From an optimization exercise on the open Yosys and OpenROAD flow, aimed at small area, a short achievable clock period and few clock cycles per item; shortcuts taken in it are not production practice.
In this exercise RTL edits were held to simulation tests only and were not proved equivalent to the original.

run G:
Design matrix_inverse_gj, start of the top module:
module matrix_inverse_gj #(
    parameter int N    = 5,
    parameter int W    = 16,
    parameter int FRAC = 8
) (
    input  logic         clk,
    input  logic         reset,
    input  logic         in_valid,
    output logic         in_ready,
    input  logic [W-1:0] in_data,
    output logic         out_valid,
    input  logic         out_ready,
    output logic [W-1:0] out_data,
    output logic         out_last,
    output logic         busy,
    output logic         singular
);
Size in the first run: ~4500 cells after synthesis, roughly 41 I/O pins.
Settings: LEC_CHECK=0, ABC_AREA=1, CAP_MARGIN=20, CORE_MARGIN=2, CORE_UTILIZATION=40, PLACE_DENSITY=0.55, SLEW_MARGIN=20; clock period 20.0 ns.
standard.sh (not shown) runs the stock make flow with config.mk's settings and CLKGATE_MAP_FILE= SYNTH_SCRIPT=/design/flow/synth_recipe.tcl, a recipe that flattens the netlist after the stock synthesis.
==> flow/flow/run.sh <==
#!/bin/bash
set -euo pipefail
bash standard.sh 'BUFFER_PORTS_ARGS=-buffer_cell sky130_fd_sc_hd__buf_4' \
    SETUP_SLACK_MARGIN=14.8 finish > flow_make.log 2>&1
Testbench counts of run G, summed over its fixed seeds: cycles 10,166, matrices 64.
The following lists how run Z was set up differently from run G:
diff --git a/flow/design.v b/flow/design.v
--- a/flow/design.v
+++ b/flow/design.v
@@ -45,21 +45,20 @@
     logic        outp;                 
     logic [2:0]  io, jo;               
     logic        v1, n1, k1, v2, n2, k2;
     logic [2:0]  row1, row2, l1, l2;
     logic signed [15:0] a1, b1, x1, x2;
     logic [23:0] cs_s, cs_c;
     logic        cs_ci;
     logic        vv;
     logic [2:0]  vl;                   
     logic [2:0]  vrow;                 
-    logic [16:0] npmax;                
     logic        accept;
     assign accept = in_valid & r_in_ready;
     logic [15:0] rpos0, rpos1, ppos0, opos2;
     logic [4:0] rs_oh, ps_oh, or_oh;
     logic [2:0] orow;
     always_comb begin
         orow = '0;
         for (int i = 0; i < 5; i++) if (io == 3'(i)) orow = lrow[i];
         for (int r = 0; r < 5; r++) begin
             rs_oh[r] = (rsel == 3'(r));
@@ -538,22 +537,23 @@
             wen[r] = (accept && lr == 3'(r)) || (v2 && row2 == 3'(r));
     logic [15:0] cval, cabs;
     logic [2:0]  clog;
     logic        cwin;
     always_comb begin
         cval = '0;
         for (int r = 0; r < 5; r++) cval = cval | (q2[r] & {16{vrow == 3'(r)}});
     end
     assign clog = vl;
     assign cabs = cval[15] ? (16'd0 - cval) : cval;
-    assign cwin = (ldc | vv) && (($signed({cval[15], cval}) > $signed({1'b0, pmax})) ||
-                                 ($signed({cval[15], cval}) < $signed(npmax)));
+    logic [17:0] csum;
+    assign csum = {{2{cval[15]}}, cval} + {2'b00, pmax};
+    assign cwin = (ldc | vv) && (($signed({cval[15], cval}) > $signed({1'b0, pmax})) || csum[17]);
     logic [15:0] nrem, nrem2;
     logic        nbit, nbit2;
     always_comb begin
         logic [16:0] t;
         logic [17:0] e;
         t = {drem, 1'b0};
         e = {1'b0, t} - {2'b0, pmax};
         if (!e[17]) begin nrem = e[15:0]; nbit = 1'b1; end
         else        begin nrem = t[15:0]; nbit = 1'b0; end
         t = {nrem, 1'b0};
@@ -641,21 +641,20 @@
                 lc <= '0;
                 lr <= last_el ? 3'd0 : lr + 3'd1;
             end else begin
                 lc <= lc + 3'd1;
             end
             if (last_el) st_load <= 1'b0;
         end
         vv <= k2;
         if (cwin) begin
             pmax  <= cabs;
-            npmax <= cval[15] ? {cval[15], cval} : (17'd0 - {1'b0, cval});
             plog  <= clog;
             psign <= cval[15];
             drem  <= crem;
             dcnt  <= 4'(5'd17 - {1'b0, cmsb});   
             dbusy <= (cabs > 16'd2);
             dq    <= (cabs > 16'd2) ? 17'd0 : 17'd32767;
         end else if (dbusy) begin
             if (dcnt == 4'd1) begin
                 drem  <= nrem;
                 dq    <= {dq[15:0], nbit};
@@ -695,21 +694,20 @@
                         tins  <= ntins;
                         for (int i = 0; i < 5; i++) begin
                             if (npiv == 3'(i)) pmask[i] <= 1'b1;
                             if (plog == 3'(i)) lrow[i] <= lrow[ks];
                             if (ks == 3'(i))   lrow[i] <= npiv;
                         end
                         cur   <= ks;
                         ks    <= ks + 3'd1;
                         pm    <= 3'd1;
                         pmax  <= '0;
-                        npmax <= '0;
                         if (ks == 3'd4) outp <= 1'b1;
                         if (st_load) eblk <= 3'd6;
                     end
                 end
             end
         end
         if (eblk != 3'd0) begin
             eblk <= eblk - 3'd1;
             if (eblk != 3'd6) rdy_n = 1'b0;
         end
@@ -731,21 +729,20 @@
             ph         <= 3'd2;
         end
         if (sflag) begin
             st_load    <= 1'b1;
             rdy_n = 1'b1;
             r_singular <= 1'b1;
             ph         <= 3'd2;
         end
         if (init) begin
             pmax  <= '0;
-            npmax <= '0;
             pmask <= '0;
             for (int i = 0; i < 5; i++) lrow[i] <= 3'(i);
             io <= '0; jo <= '0;
             ks <= '0; pm <= 3'd5; cur <= '0;
             outp  <= 1'b0;
             dbusy <= 1'b0;
             eblk  <= '0;
         end
         if (reset_r) begin
             ph      <= 3'd2;
### Flow results
- Run Z | stages: all done | timing, DRC, antenna: all pass
- Met3 track demand over resource in global routing: run Z vs run G down 0.51 points
- Run Z — number of placement rows about 0.9% lower, run G as reference
- In the reports for run Z and run G, the smaller area taken by flip-flops and latches belongs to run Z.
- Summary of the comparison: number of non-filler instances in the completed layout is lower in run Z, relative to run G.
- For upper clock frequency limit, run G and run Z come out practically identical.
- Route | run Z vs run G | wire shorter in run Z
- Run Z gives more proportion of cell area occupied by multi-input gates than run G did.
Testbench counts of run Z, summed over its fixed seeds: cycles 10,166, matrices 64.

[separate check: timing with driven ports]
In the flow no input, the clock included, has a driving cell. The finished layouts below were timed again as built, in two steps. Step 1, drivers: a clkbuf_16 drives clk and a buf_2 each remaining input, both assumed. Step 2 also shifts input and output timing later by t, the mid clock arrival at the registers, as if the neighbouring blocks saw the same clock. Three values: no drivers, after step 1, after step 2; two values: the first two.
| run | t, ns | slack for setup (ns) | worst hold slack (ns) | cell pins on the clock port's net |
|---|---|---|---|---|
| run G | 0.695 | 14.699 / 14.637 / 14.230 | 0.302 / 0.302 / 0.302 | 1 |
| run Z | 0.691 | 14.699 / 14.636 / 14.276 | 0.303 / 0.303 / 0.303 | 1 |
After both steps setup and hold are still met in every run listed. For run G, which loses most, drivers alone change the setup slack by -0.062 ns; drivers and shift together by -0.469 ns.
